What follows belongs to an exercise in optimizing a design on an open flow for small area; a production flow would make more cautious choices. Function was checked by simulation only, so behaviour that the tests miss may differ from the original. Power figures rest on the tool's default switching activity, not on a simulated workload. No driver is modelled on the clock port, so clocking that relies on it looks cheaper here than on a real chip.

==> 03-28 <==
==> flow/design.v <==
`timescale 1ns/1ps
module uart_axil_bridge_top #(
    parameter int N_BANKS       = 4,
    parameter int REGS_PER_BANK = 8,
    parameter int CLKS_PER_BIT  = 8
) (
    input  logic aclk,
    input  logic aresetn,
    input  logic rxd,
    output logic txd
);
    localparam logic [3:0] ST_START = 4'd15;
    localparam logic [3:0] ST_STOP  = 4'd8;
    localparam logic [3:0] ST_PEND  = 4'd10;    
    localparam logic [3:0] ST_ACT   = 4'd11;    
    localparam logic [3:0] ST_CLR   = 4'd12;    
    localparam logic [3:0] ST_IDLE  = 4'd14;
    logic [1:0]   sync;
    logic [6:0]   t;
    logic [7:0]   f [8];
    logic [127:0] g [8];
    logic         rx_busy;
    logic [2:0]   rx_bit;
    logic [3:0]   rx_byte;
    logic         rb;
    logic         cand_wr;        
    logic         op_ok;          
    logic         err;            
    logic [2:0]   lane;           
    logic [3:0]   st;
    logic [3:0]   tx_by;
    logic         nb;
    logic         ph0;
    logic         clr;
    logic         pend;
    logic         act;
    logic         rx_wr;
    logic         rx_last;
    logic         ftap;
    logic         fresh;
    logic         txv;
    logic [1:0]   w;
    logic         gout;
    logic         wbit;
    logic         cbit;
    logic         win0;
    logic         g_wr;
    logic         f_cp;
    logic         in_set;
    assign ph0     = t[2:0] == 3'd0;
    assign clr     = st == ST_CLR;
    assign pend    = st == ST_PEND;
    assign act     = st == ST_ACT;
    assign rx_wr   = !rx_byte[3] && t[2:0] == rx_bit;
    assign rx_last = rx_wr && rx_byte[2:0] == 3'd7 && rx_bit == 3'd7;
    always_comb
    begin
        case (rx_byte[2:0])
            3'd0:    in_set = rx_bit >= 3'd5;
            3'd1:    in_set = rx_bit >= 3'd2;
            3'd2,
            3'd3:    in_set = 1'b1;
            default: in_set = 1'b0;
        endcase
    end
    assign w    = {f[0][4], f[0][3]};
    assign gout = g[lane][0];
    assign wbit = f[{1'b1, t[4:3]}][0];
    assign cbit = gout && !err;
    assign win0 = pend && t[4:0] == 5'd31 && t[6:5] == w;
    assign g_wr = act && cand_wr && !err;
    assign f_cp = act && !cand_wr;
    assign ftap  = f[tx_by[2:0]][0];
    assign fresh = (t[2:0] == st[2:0]) ? ftap : nb;
    always_comb
    begin
        if (st[3])
        begin
            txv = st != ST_START;
        end
        else if (tx_by[3])
        begin
            txv = !st[2] ? err : (st[1:0] == 2'd0) ? !cand_wr : !txd;
        end
        else
        begin
            txv = fresh;
        end
    end
    always_ff @(posedge aclk)
    begin
        sync <= {sync[0], rxd};
        if (!aresetn)
        begin
            t       <= 7'd1;
            rx_busy <= 1'b0;
            rx_bit  <= 3'd7;
            rx_byte <= 4'd14;
            st      <= ST_CLR;
            txd     <= 1'b1;
        end
        else
        begin
            t <= t + 1'b1;
            if (ph0)
            begin
                if (!rx_busy)
                begin
                    rx_busy <= !sync[1];
                end
                else
                begin
                    rx_bit <= rx_bit + 1'b1;
                    if (rx_bit == 3'd6)
                    begin
                        rx_busy <= 1'b0;
                    end
                    if (rx_bit == 3'd7)
                    begin
                        rx_byte <= rx_byte + 1'b1;
                    end
                end
                txd <= txv;
            end
            if (rx_last)
            begin
                rx_byte <= 4'd14;
            end
            case (st)
                ST_STOP:
                begin
                    if (ph0) st <= (tx_by == 4'd7) ? ST_IDLE : ST_START;
                end
                ST_PEND:
                begin
                    if (win0) st <= ST_ACT;
                end
                ST_ACT:
                begin
                    if (t[4:0] == 5'd31) st <= ST_START;
                end
                ST_CLR:
                begin
                    if (t == 7'd0) st <= ST_IDLE;
                end
                ST_START, 4'd0, 4'd1, 4'd2, 4'd3, 4'd4, 4'd5, 4'd6, 4'd7:
                begin
                    if (ph0) st <= st + 1'b1;
                end
                default:
                begin
                    if (rx_last && op_ok) st <= ST_PEND;
                end
            endcase
        end
    end
    always_ff @(posedge aclk)
    begin
        if (ph0 && rx_busy)
        begin
            rb <= sync[1];
        end
        if (rx_wr)
        begin
            if (rx_byte[2:0] == 3'd0 && rx_bit == 3'd0)
            begin
                err <= 1'b0;
            end
            else if (rb && in_set)
            begin
                err <= 1'b1;
            end
        end
        if (win0)
        begin
            lane <= {f[1][2], f[1][1], f[0][5]};
        end
        if (rx_byte == 4'd15 && t[2:0] == rx_bit && rx_bit[2])
        begin
            case (rx_bit[1:0])
                2'd0: begin cand_wr <= !rb; op_ok <= 1'b1; end
                2'd1, 2'd3: op_ok <= op_ok && (rb == cand_wr);
                default: op_ok <= op_ok && (rb != cand_wr);
            endcase
        end
        if (act && t[4:0] == 5'd31)
        begin
            tx_by <= 4'd15;
        end
        else if (ph0 && st == ST_STOP)
        begin
            tx_by <= tx_by + 1'b1;
        end
        nb <= fresh;
    end
    always_ff @(posedge aclk)
    begin
        for (int b = 0; b < 8; b++)
        begin
            if (rx_wr && rx_byte[2:0] == 3'(b))
            begin
                f[b] <= {rb, f[b][7:1]};
            end
            else if (f_cp && b >= 4 && t[4:3] == 2'(b - 4))
            begin
                f[b] <= {cbit, f[b][7:1]};
            end
            else
            begin
                f[b] <= {f[b][0], f[b][7:1]};
            end
        end
    end
    always_ff @(posedge aclk)
    begin
        for (int l = 0; l < 8; l++)
        begin
            g[l] <= {clr ? 1'b0 : (g_wr && lane == 3'(l)) ? wbit : g[l][0], g[l][127:1]};
        end
    end
endmodule
==> flow/flow/run.sh <==
#!/bin/bash
# The standard ORFS layout (standard.sh) with three changes:
# - synthesis maps the combinational logic for area (flow/mysynth.tcl) and
#   leaves adders to abc instead of half/full adder cells;
# - clock tree synthesis inserts no dummy loads.
# All of make's output goes to make_finish.log; ORFS keeps each step's log
# under orfs/logs/.
set -euo pipefail
export FLOW_WORK="$PWD"
bash standard.sh ADDER_MAP_FILE= SYNTH_SCRIPT="$PWD/flow/mysynth.tcl" \
    CTS_ARGS="-sink_clustering_enable -repair_clock_nets -sink_clustering_size 34 -sink_clustering_max_diameter 100 -dont_use_dummy_load" \
    finish > make_finish.log 2>&1
==> flow/flow/mysynth.tcl <==
# synth_recipe.tcl (the standard synthesis) with only the technology mapping of
# the combinational logic changed: abc runs an area-oriented script instead of
# ORFS's delay-oriented one. Flip-flops are mapped before abc runs, so the
# registers, their names and their cells are the standard synthesis's.
proc abc {args} {
  set out {}
  set i 0
  while {$i < [llength $args]} {
    set a [lindex $args $i]
    if {$a eq "-script" || $a eq "-constr" || $a eq "-D"} {
      incr i 2
      continue
    }
    lappend out $a
    incr i
  }
  yosys abc {*}$out -script "+strash;&get,-n;&st;&syn2;&dch,-f;&nf,-R,1000;&put;"
}
source $::env(FLOW_WORK)/synth_recipe.tcl
==> flow/standard.sh <==
#!/bin/bash
# synth_recipe.tcl (not shown) runs the flow's synth.tcl, then flattens the netlist and writes it again
# the make line also repeats each setting of config.mk as NAME=value (left out here)
make -C /OpenROAD-flow-scripts/flow DESIGN_CONFIG=/design/flow/config.mk WORK_HOME=/design/flow/orfs CLKGATE_MAP_FILE= SYNTH_SCRIPT=/design/flow/synth_recipe.tcl "${@:-finish}"
==> flow/config.mk <==
export PLATFORM = sky130hd
export DESIGN_NAME = uart_axil_bridge_top
export DESIGN_NICKNAME = uart_axil_bridge_top
export VERILOG_FILES = /design/flow/design.v
export SDC_FILE = /design/flow/constraint.sdc
export NUM_CORES = 4
export LEC_CHECK = 0
export CAP_MARGIN = 20
export CORE_MARGIN = 2
export CORE_UTILIZATION = 65
export PLACE_DENSITY = 0.75
export SLEW_MARGIN = 20
==> flow/constraint.sdc <==
create_clock -name core_clock -period 5.0 [get_ports {aclk}]
set_input_delay 1.0000 -clock core_clock [delete_from_list [all_inputs] [get_ports {aclk}]]
set_output_delay 1.0000 -clock core_clock [all_outputs]
set_load 0.01 [all_outputs]
==> 01-03 (differences from 03-28) <==
--- a/flow/design.v
+++ b/flow/design.v
@@ -9,12 +9,12 @@
     input  logic rxd,
     output logic txd
 );
-    localparam logic [3:0] ST_START = 4'd15;
-    localparam logic [3:0] ST_STOP  = 4'd8;
+    localparam logic [3:0] ST_START = 4'd8;
+    localparam logic [3:0] ST_STOP  = 4'd9;
     localparam logic [3:0] ST_PEND  = 4'd10;    
     localparam logic [3:0] ST_ACT   = 4'd11;    
     localparam logic [3:0] ST_CLR   = 4'd12;    
-    localparam logic [3:0] ST_IDLE  = 4'd14;
+    localparam logic [3:0] ST_IDLE  = 4'd15;
     logic [1:0]   sync;
     logic [6:0]   t;
     logic [7:0]   f [8];
@@ -27,8 +27,10 @@
     logic         op_ok;          
     logic         err;            
     logic [2:0]   lane;           
+    logic         cur_wr;
     logic [3:0]   st;
-    logic [3:0]   tx_by;
+    logic         tx_hdr;
+    logic [2:0]   tx_by;
     logic         nb;
     logic         ph0;
     logic         clr;
@@ -67,20 +69,20 @@
     assign gout = g[lane][0];
     assign wbit = f[{1'b1, t[4:3]}][0];
     assign cbit = gout && !err;
-    assign win0 = pend && t[4:0] == 5'd31 && t[6:5] == w;
-    assign g_wr = act && cand_wr && !err;
-    assign f_cp = act && !cand_wr;
-    assign ftap  = f[tx_by[2:0]][0];
+    assign win0 = pend && t[4:0] == 5'd31 && t[6:5] == w - 1'b1;
+    assign g_wr = act && cur_wr && !err;
+    assign f_cp = act && !cur_wr;
+    assign ftap  = f[tx_by][0];
     assign fresh = (t[2:0] == st[2:0]) ? ftap : nb;
     always_comb
     begin
         if (st[3])
         begin
-            txv = st != ST_START;
-        end
-        else if (tx_by[3])
-        begin
-            txv = !st[2] ? err : (st[1:0] == 2'd0) ? !cand_wr : !txd;
+            txv = st[2:0] != 3'd0;
+        end
+        else if (tx_hdr)
+        begin
+            txv = st[2] ? (cur_wr ^ !st[0]) : err;
         end
         else
         begin
@@ -95,7 +97,7 @@
             t       <= 7'd1;
             rx_busy <= 1'b0;
             rx_bit  <= 3'd7;
-            rx_byte <= 4'd14;
+            rx_byte <= 4'd15;
             st      <= ST_CLR;
             txd     <= 1'b1;
         end
@@ -117,19 +119,27 @@
                     end
                     if (rx_bit == 3'd7)
                     begin
-                        rx_byte <= rx_byte + 1'b1;
+                        rx_byte <= rx_byte[3] ? {rx_byte[2], 3'd0} : rx_byte + 1'b1;
                     end
                 end
                 txd <= txv;
             end
             if (rx_last)
             begin
-                rx_byte <= 4'd14;
+                rx_byte <= 4'd15;
             end
             case (st)
+                ST_START:
+                begin
+                    if (ph0) st <= 4'd0;
+                end
+                4'd7:
+                begin
+                    if (ph0) st <= ST_STOP;
+                end
                 ST_STOP:
                 begin
-                    if (ph0) st <= (tx_by == 4'd7) ? ST_IDLE : ST_START;
+                    if (ph0) st <= (!tx_hdr && tx_by == 3'd7) ? ST_IDLE : ST_START;
                 end
                 ST_PEND:
                 begin
@@ -143,7 +153,7 @@
                 begin
                     if (t == 7'd0) st <= ST_IDLE;
                 end
-                ST_START, 4'd0, 4'd1, 4'd2, 4'd3, 4'd4, 4'd5, 4'd6, 4'd7:
+                4'd0, 4'd1, 4'd2, 4'd3, 4'd4, 4'd5, 4'd6:
                 begin
                     if (ph0) st <= st + 1'b1;
                 end
@@ -175,7 +185,7 @@
         begin
             lane <= {f[1][2], f[1][1], f[0][5]};
         end
-        if (rx_byte == 4'd15 && t[2:0] == rx_bit && rx_bit[2])
+        if (rx_byte == 4'd8 && t[2:0] == rx_bit && rx_bit[2])
         begin
             case (rx_bit[1:0])
                 2'd0: begin cand_wr <= !rb; op_ok <= 1'b1; end
@@ -183,13 +193,22 @@
                 default: op_ok <= op_ok && (rb != cand_wr);
             endcase
         end
+        if (rx_last)
+        begin
+            cur_wr <= cand_wr;
+        end
         if (act && t[4:0] == 5'd31)
         begin
-            tx_by <= 4'd15;
+            tx_hdr <= 1'b1;
+            tx_by  <= 3'd0;
         end
         else if (ph0 && st == ST_STOP)
         begin
-            tx_by <= tx_by + 1'b1;
+            tx_hdr <= 1'b0;
+            if (!tx_hdr)
+            begin
+                tx_by <= tx_by + 1'b1;
+            end
         end
         nb <= fresh;
     end
==> flow/flow/run.sh (replaced) <==
#!/bin/bash
# Standard ORFS layout with two changes: synthesis leaves adders to abc
# (no half/full adder cells), and clock tree synthesis adds no dummy loads.
set -euo pipefail
bash standard.sh ADDER_MAP_FILE= \
    CTS_ARGS="-sink_clustering_enable -repair_clock_nets -sink_clustering_size 34 -sink_clustering_max_diameter 80 -dont_use_dummy_load" \
    finish > make_finish.log 2>&1
--- a/flow/config.mk
+++ b/flow/config.mk
@@ -7,6 +7,7 @@
 export LEC_CHECK = 0
 export CAP_MARGIN = 20
 export CORE_MARGIN = 2
-export CORE_UTILIZATION = 65
-export PLACE_DENSITY = 0.75
+export CORE_UTILIZATION = 40
+export CTS_CLUSTER_DIAMETER = 80
+export CTS_CLUSTER_SIZE = 34
 export SLEW_MARGIN = 20
removed: flow/flow/mysynth.tcl
==> results.txt <==
- The flow ran to the end and the layout has no timing, DRC or antenna violations.
- The area taken by multi-input logic gates is 0.00124 sq mm.
- The reg-to-reg critical path startpoint is rx_bit[0].
- The clock group total power is 3.73 mW.
- The post-placement cell area is around 0.024 sq mm.
- The via count is between 8000 and 9000.
- For the worst setup path, the data arrival time is 3.35 ns.
- Of the total power, combinational logic draws 1.2%.
- Clock tree buffers and inverters occupy approximately 3.8% of the routed design's cell area.
- For flop-to-flop paths, the worst setup slack is 2.05 ns.
- After legalization and detailed placement, the total HPWL measured 13.7 mm.
- The multi-input combinational gate total is 210.
- The met2 capacity usage during global routing is about a quarter.
- The analysis attributes to net switching a power of ~2.5 mW.
- The plain and repair buffers instantiated in the layout total 3.
- The worst hold path terminates at g[6][111].
- On the final layout, the worst hold slack is around 0.29 ns.
Source of the figures above: 03-28

==> results.txt <==
- The flow ran to the end and the layout has no timing, DRC or antenna violations.
- The arrival time at the worst endpoint is 2.96 ns.
- In this run the cell area measured after placement is between 0.02 and 0.03 sq mm.
- In the final layout, the multi-input gates occupy 0.00152 sq mm.
- The reg-to-reg critical path startpoint is st[1].
- The met2 capacity usage during global routing is 10.9%.
- The clock group total power is 3.93 mW.
- Summed over all nets, the switching power comes to 2.60 mW.
- The worst-case hold path end point is f[1][5].
- The final-layout clock-cell area share is 4.11%.
- Combinational logic burns 2.0% of the power.
- The multi-input combinational gate total is 224.
- The final route contains 8470 vias.
Source of the figures above: 01-03

[re-timing with driven ports]
Ports are ideal in the flow. The routed layouts listed here were re-timed in OpenROAD.
Step 1 assumes that a clkbuf_16 drives the clock port and a buf_2 every other input.
Step 2, shift: input delay + t, output delay - t, t = (earliest + latest rising clock arrival at the registers) / 2. This alone moves slack from input paths to output paths.
Three values: no drivers, after step 1, after step 2; two values: the first two.
run | shift t [ns] | setup slack, ns | slew at the worst register clock pin (ns) | pins driven straight from the clock port
03-28 | 0.601 | 2.054 / 2.054 / 2.054 | 0.12 / 0.12 | 1
01-03 | 0.617 | 2.577 / 2.549 / 2.455 | 0.11 / 0.11 | 1
After both steps every run listed still meets setup and hold. The setup slack of 01-03, which loses most, moves by -0.028 ns with the drivers and by -0.122 ns with both steps.
